This design comes from an exercise in tuning for small area on the open sky130 flow, not from production work. The RTL was checked by simulation tests, not by an equivalence proof against the original design.

===== flow/run.sh =====
#!/bin/bash
# synth_recipe.tcl (not shown) runs the flow's synth.tcl, then flattens the netlist and writes it again
# the make line also repeats each setting of config.mk as NAME=value (left out here)
make -C /OpenROAD-flow-scripts/flow DESIGN_CONFIG=/design/flow/config.mk WORK_HOME=/design/flow/orfs CLKGATE_MAP_FILE= SYNTH_SCRIPT=/design/flow/synth_recipe.tcl finish

===== flow/config.mk =====
export PLATFORM = sky130hd
export DESIGN_NAME = s_memory_responder
export DESIGN_NICKNAME = s_memory_responder
export VERILOG_FILES = /design/flow/design.v
export SDC_FILE = /design/flow/constraint.sdc
export NUM_CORES = 4
export LEC_CHECK = 0
export CAP_MARGIN = 20
export CORE_MARGIN = 2
export CORE_UTILIZATION = 40
export SLEW_MARGIN = 20

===== flow/constraint.sdc =====
create_clock -name core_clock -period 4.5 [get_ports {clk}]
set_input_delay 0.9000 -clock core_clock [delete_from_list [all_inputs] [get_ports {clk}]]
set_output_delay 0.9000 -clock core_clock [all_outputs]
set_load 0.01 [all_outputs]

===== flow/design.v =====
package s_mem_pkg;
    localparam int unsigned DEFAULT_ADDR_W = 8;
    localparam int unsigned DEFAULT_DATA_W = 8;
    localparam int unsigned MAX_RD_LATENCY = 3;
    typedef enum logic {
        StInit  = 1'b0,
        StReady = 1'b1
    } s_mem_state_e;
endpackage
module s_mem_rd_pipe #(
    parameter int unsigned DEPTH  = 2,
    parameter int unsigned DATA_W = 8
) (
    input  logic              clk,
    input  logic              reset,
    input  logic [DATA_W-1:0] din,
    output logic [DATA_W-1:0] dout
);
    logic [DATA_W-1:0] stage_q [DEPTH];
    always_ff @(posedge clk) begin
        if (reset) begin
            for (int i = 0; i < DEPTH; i++) begin
                stage_q[i] <= '0;
            end
        end else begin
            stage_q[0] <= din;
            for (int i = 1; i < DEPTH; i++) begin
                stage_q[i] <= stage_q[i-1];
            end
        end
    end
    assign dout = stage_q[DEPTH-1];
endmodule
module s_memory_responder #(
    parameter int unsigned ADDR_W     = s_mem_pkg::DEFAULT_ADDR_W,
    parameter int unsigned DATA_W     = s_mem_pkg::DEFAULT_DATA_W,
    parameter int unsigned RD_LATENCY = 2
) (
    input  logic              clk,
    input  logic              reset,
    input  logic [ADDR_W-1:0] addr_mem,
    input  logic              wr_enable,
    input  logic [DATA_W-1:0] wr_mem,
    output logic [DATA_W-1:0] rd_mem,
    input  logic              init_start,
    output logic              ready,
    output logic              access_err
);
    localparam int unsigned DEPTH = 1 << ADDR_W;
    localparam int unsigned PIPE_DEPTH =
        (RD_LATENCY < 1) ? 1 :
        (RD_LATENCY > s_mem_pkg::MAX_RD_LATENCY) ? s_mem_pkg::MAX_RD_LATENCY : RD_LATENCY;
    localparam logic [ADDR_W-1:0] LAST_ADDR = {ADDR_W{1'b1}};
    s_mem_pkg::s_mem_state_e      state_q, state_d;
    logic [ADDR_W-1:0] cnt_q, cnt_d;
    logic              access_err_q, access_err_d;
    logic              init_we;
    logic              user_we;
    logic [DATA_W-1:0] mem [DEPTH];
    always_comb begin
        state_d      = state_q;
        cnt_d        = cnt_q;
        init_we      = 1'b0;
        user_we      = 1'b0;
        access_err_d = 1'b0;
        unique case (state_q)
            s_mem_pkg::StInit: begin
                init_we      = !reset;
                access_err_d = wr_enable;
                if (cnt_q == LAST_ADDR) begin
                    state_d = s_mem_pkg::StReady;
                    cnt_d   = '0;
                end else begin
                    cnt_d = cnt_q + 1'b1;
                end
            end
            s_mem_pkg::StReady: begin
                user_we = wr_enable && !reset;
                if (init_start) begin
                    state_d = s_mem_pkg::StInit;
                    cnt_d   = '0;
                end
            end
            default: begin
                state_d = s_mem_pkg::StInit;
                cnt_d   = '0;
            end
        endcase
    end
    always_ff @(posedge clk) begin
        if (reset) begin
            state_q      <= s_mem_pkg::StInit;
            cnt_q        <= '0;
            access_err_q <= 1'b0;
        end else begin
            state_q      <= state_d;
            cnt_q        <= cnt_d;
            access_err_q <= access_err_d;
        end
    end
    always_ff @(posedge clk) begin
        if (init_we) begin
            mem[cnt_q] <= DATA_W'(cnt_q);
        end else if (user_we) begin
            mem[addr_mem] <= wr_mem;
        end
    end
    s_mem_rd_pipe #(
        .DEPTH  (PIPE_DEPTH),
        .DATA_W (DATA_W)
    ) u_rd_pipe (
        .clk   (clk),
        .reset (reset),
        .din   (mem[addr_mem]),
        .dout  (rd_mem)
    );
    assign ready      = (state_q == s_mem_pkg::StReady);
    assign access_err = access_err_q;
endmodule

==> flow_summary.toml <==
[sta]
final-hold-violation-count = 0
fin_worst_skew_ns = 0.0456
max_slew.worst_pin.slew_ns = 1.12
rsz0062_at_grt = "no"
finalCriticalPeriod_ns = 3.60
setup_viol = 0
finalMaxSlewViolations = 0
tns_ns = 0
slew_headroom_pct = 25.4
fmax_ghz = 0.278
period_share_pct = 80.0

[cells_and_area]
finish.instance_area_sq_um = 95000
utilization_pct = 46.5
fin_nets = 4687
fillers = 17000
final_cell_mix = "edfxtp_1 (2,048), buf_4 (457), nor2_1 (313)"
mostFrequentLayoutCell = "edfxtp_1"
drive_gt1_share_pct = 23.8
syn2layout_area_growth_pct = 15.9

[routing]
vias = 43800
drtPass1Iterations = 6
finalWirelength_mm = 225
drtAntennaViolNets = 0
dr.first_iter.drc_count = 5602
post_drt_wl_per_cell_microns = 29.8
vias_per_cell = 5.81
drc = 0

[place]
dp_hpwl_mm = 144
port_buffers = 29
post_dp_cell_area_sq_um = 88000
place_congestion = 0.964

[min_path]
hold_path_end = "u_rd_pipe.stage_q[1][5]"
whs_path_depth = 1
min_path_type = "reg2reg"
min-delay-start = "u_rd_pipe.stage_q[0][5]"

[worst_setup_path]
crit_top_cell = "buf_4"
crit_path_max_incr_delay_ns = 0.71
cpMaxStageDelayCell = "o21ai_0"
rr_worst_depth = 7
end_kind = "register"
cp.arrival_ns = 4.18
r2r-start = "state_q"
required_ns = 5.08
path_class = "in2reg"
rrSetupSlack_ns = 1.44
critPathMaxFanout = 12
cp-start-kind = "input port"
worstReg2RegEnd = "mem[222][2]"
crit_path_cell_trace = "clkdlybuf4s50_1 > buf_4 > nand2b_1 > o21ai_0 > nand2_1 > buf_4 > nor2_1 > buf_4"

[die]
die_x_microns = 457
die_h_microns = 457
io_pins = 30
rows = 166
start_util_pct = 40.1
core_sq_um = 204000
die_area_sq_um = 209000

[synthesis]
syn_area_sq_um = 82000
yosysSeqAreaShare_pct = 75.7
synth_edf_count = 2048
async_reset_ff_share_pct = 0
synth_flop_cell = "edfxtp_1"
netlist-cell-type-count = 66
syn_avg_cell_area_sq_um = 19.6
synth_warnings = 3
syn_inst = 4183
ys_ff_latch = 2074
syn-num-nets = 4204

[power_and_ir_drop]
pwr_density_cell_nw_per_um2 = 425
leakage_nw = 30.3
p_total_mw = 40.3
peakVddDrop_mv = 0.330

[clock_network]
root_buffer = "clkbuf_16"
postCtsSetupBuffers = 0
cts_tree = "built"
numClockSinks = 2074
clkSlewWorstSetupHoldPaths_ns = 0.06
cts_resized = 0
htree_levels = 4
ctsLongestPathBuffers = 3
cts_hold_buf = 0
cts_made_buffers = 209
clock_latency_ns = 0.86

[grt]
grt_max_degree = 149
grt_overflow = 0
grt_pass1_vias = 42800
grt.total_usage_pct = 21.3
grt_pass1_wl_mm = 320
antenna_found_initial = 10

[outcome]
status = "timing/DRC/antenna clean"

[run]
maxCapViolations = 0
-- cells by family (layout without fill, tap and decap cells) --
family                     count (synthesis)  count (layout)  share of synthesized area, %
and+or+nand+nor                          719             719                          3.92
AOI/OAI and AO/OA                        452             452                          3.73
other                                      0               4                             0
muxes                                    676             676                          14.1
adders and majority gates                  1               1                        0.0153
buffers and inverters                    261             924                          2.59
DFF                                     2074            2074                          75.7
-- how the worst max path moves through the flow --
| stage | start | to | slack [ns] | depth (start not counted) |
|---|---|---|---|---|
| 2_1_floorplan | wr_enable | mem[0][0] | 0.46 | 5 |
| 3_3_place_gp | addr_mem[5] | mem[86][5] | 0.16 | 6 |
| 3_5_place_dp | addr_mem[5] | mem[222][1] | 0.16 | 8 |
| 4_1_cts | addr_mem[5] | mem[222][2] | 1.08 | 8 |
| 5_1_grt | addr_mem[5] | mem[215][7] | 0.92 | 6 |
| 6_report | addr_mem[5] | mem[222][2] | 0.90 | 8 |
-- state kept, by name (all words and copies together), names as in the netlist --
register and flops:
access_err_q 1, state_q 1, mem 2048, u_rd_pipe.stage_q 16
cnt_q 8
-- cell usage after synthesis, types with 4 or more instances --
master	count	area (sq um)
a2111oi_0	6	52.6
a211oi_1	13	97.6
a21oi_1	77	385
a221oi_1	16	140
a22o_1	11	96.3
a22oi_1	74	556
a31o_2	4	35.0
and2_1	5	31.3
and3_1	9	56.3
buf_1	9	33.8
buf_12	10	200
buf_2	36	180
buf_4	13	97.6
buf_6	34	383
buf_8	26	390
clkbuf_1	94	353
clkbuf_8	33	454
dfxtp_1	26	521
edfxtp_1	2048	61500
mux2_2	6	67.6
mux2i_1	310	3100
mux4_1	66	1730
mux4_2	294	6620
nand2_1	157	589
nand2b_1	8	50.1
nand3_1	79	395
nand3b_1	12	90.1
nand4_1	15	93.8
nor2_1	315	1180
nor2b_1	18	113
nor3_1	43	215
nor4_1	30	188
o211ai_1	7	52.6
o21ai_0	78	390
o21ai_1	8	40.0
o221ai_1	60	526
o22ai_1	70	438
o31ai_1	8	60.1
or2_2	4	25.0
or3_1	8	50.1
or4_1	5	37.5
-- layout make-up --
class / instances / area [sq um] / share of cell area [%]
Sequential cell: 2074 / 62000 / 65.3
Multi-Input combinational cell: 1848 / 18000 / 19.0
Clock buffer: 238 / 5380 / 5.67
Timing Repair Buffer: 529 / 4610 / 4.86
Tap cell: 2688 / 3360 / 3.54
Clock inverter: 153 / 1560 / 1.65
Inverter: 4 / 16.3 / 0.0171
Antenna cell: 4 / 10.0 / 0.0105
-- report_power, final --
part | switching (mW) | internal [mW]
combinational | 1.13 | 0.586
sequential | 0.0143 | 21.1
clock | 7.48 | 10.0
total | 8.63 | 31.7
-- per-layer routing --
layer	GRT usage [%]	wire, microns
met5	0	13
met4	7.87	8030
met3	3.93	18300
met2	34.2	108000
met1	29.2	90900
-- critical path, delay by kind of cell --
kind / cells / cell delay (ns)
AO/OA/AOI/OAI: 1 / 0.71
AND/OR/NAND/NOR: 3 / 0.97
buffers and inverters: 4 / 1.58
-- per-stage QoR --
stage	instances	hold slack (ns)	setup slack, ns
2_1_floorplan	4183	0.414	0.460
6_report	7538	0.526	0.899
3_5_place_dp	7143	0.517	0.155
4_1_cts	7534	0.532	1.08
5_1_grt	7537	0.532	0.922
3_3_place_gp	7143	0.515	0.161

afterwards: timing with drivers on the ports:
Ports are ideal in the flow. The routed layout listed here was re-timed in OpenROAD.
Step 1 (the two cells are an assumption about what drives the block):
set clk [get_ports {clk}]
set_driving_cell -lib_cell sky130_fd_sc_hd__clkbuf_16 $clk
set_driving_cell -lib_cell sky130_fd_sc_hd__buf_2 [delete_from_list [all_inputs] $clk]
Step 2 also shifts input and output timing later by t, the mid clock arrival at the registers, as if the neighbouring blocks saw the same clock.
Three values: no drivers, after step 1, after step 2; two values: the first two.
t, ns: 0.942
setup WS [ns]: 0.899 / 0.965 / 0.023
worst data-port slew with drivers (ns): 0.17
After both steps this run still meets setup and hold. The setup slack of this run moves by +0.066 ns with the drivers and by -0.876 ns with both steps.
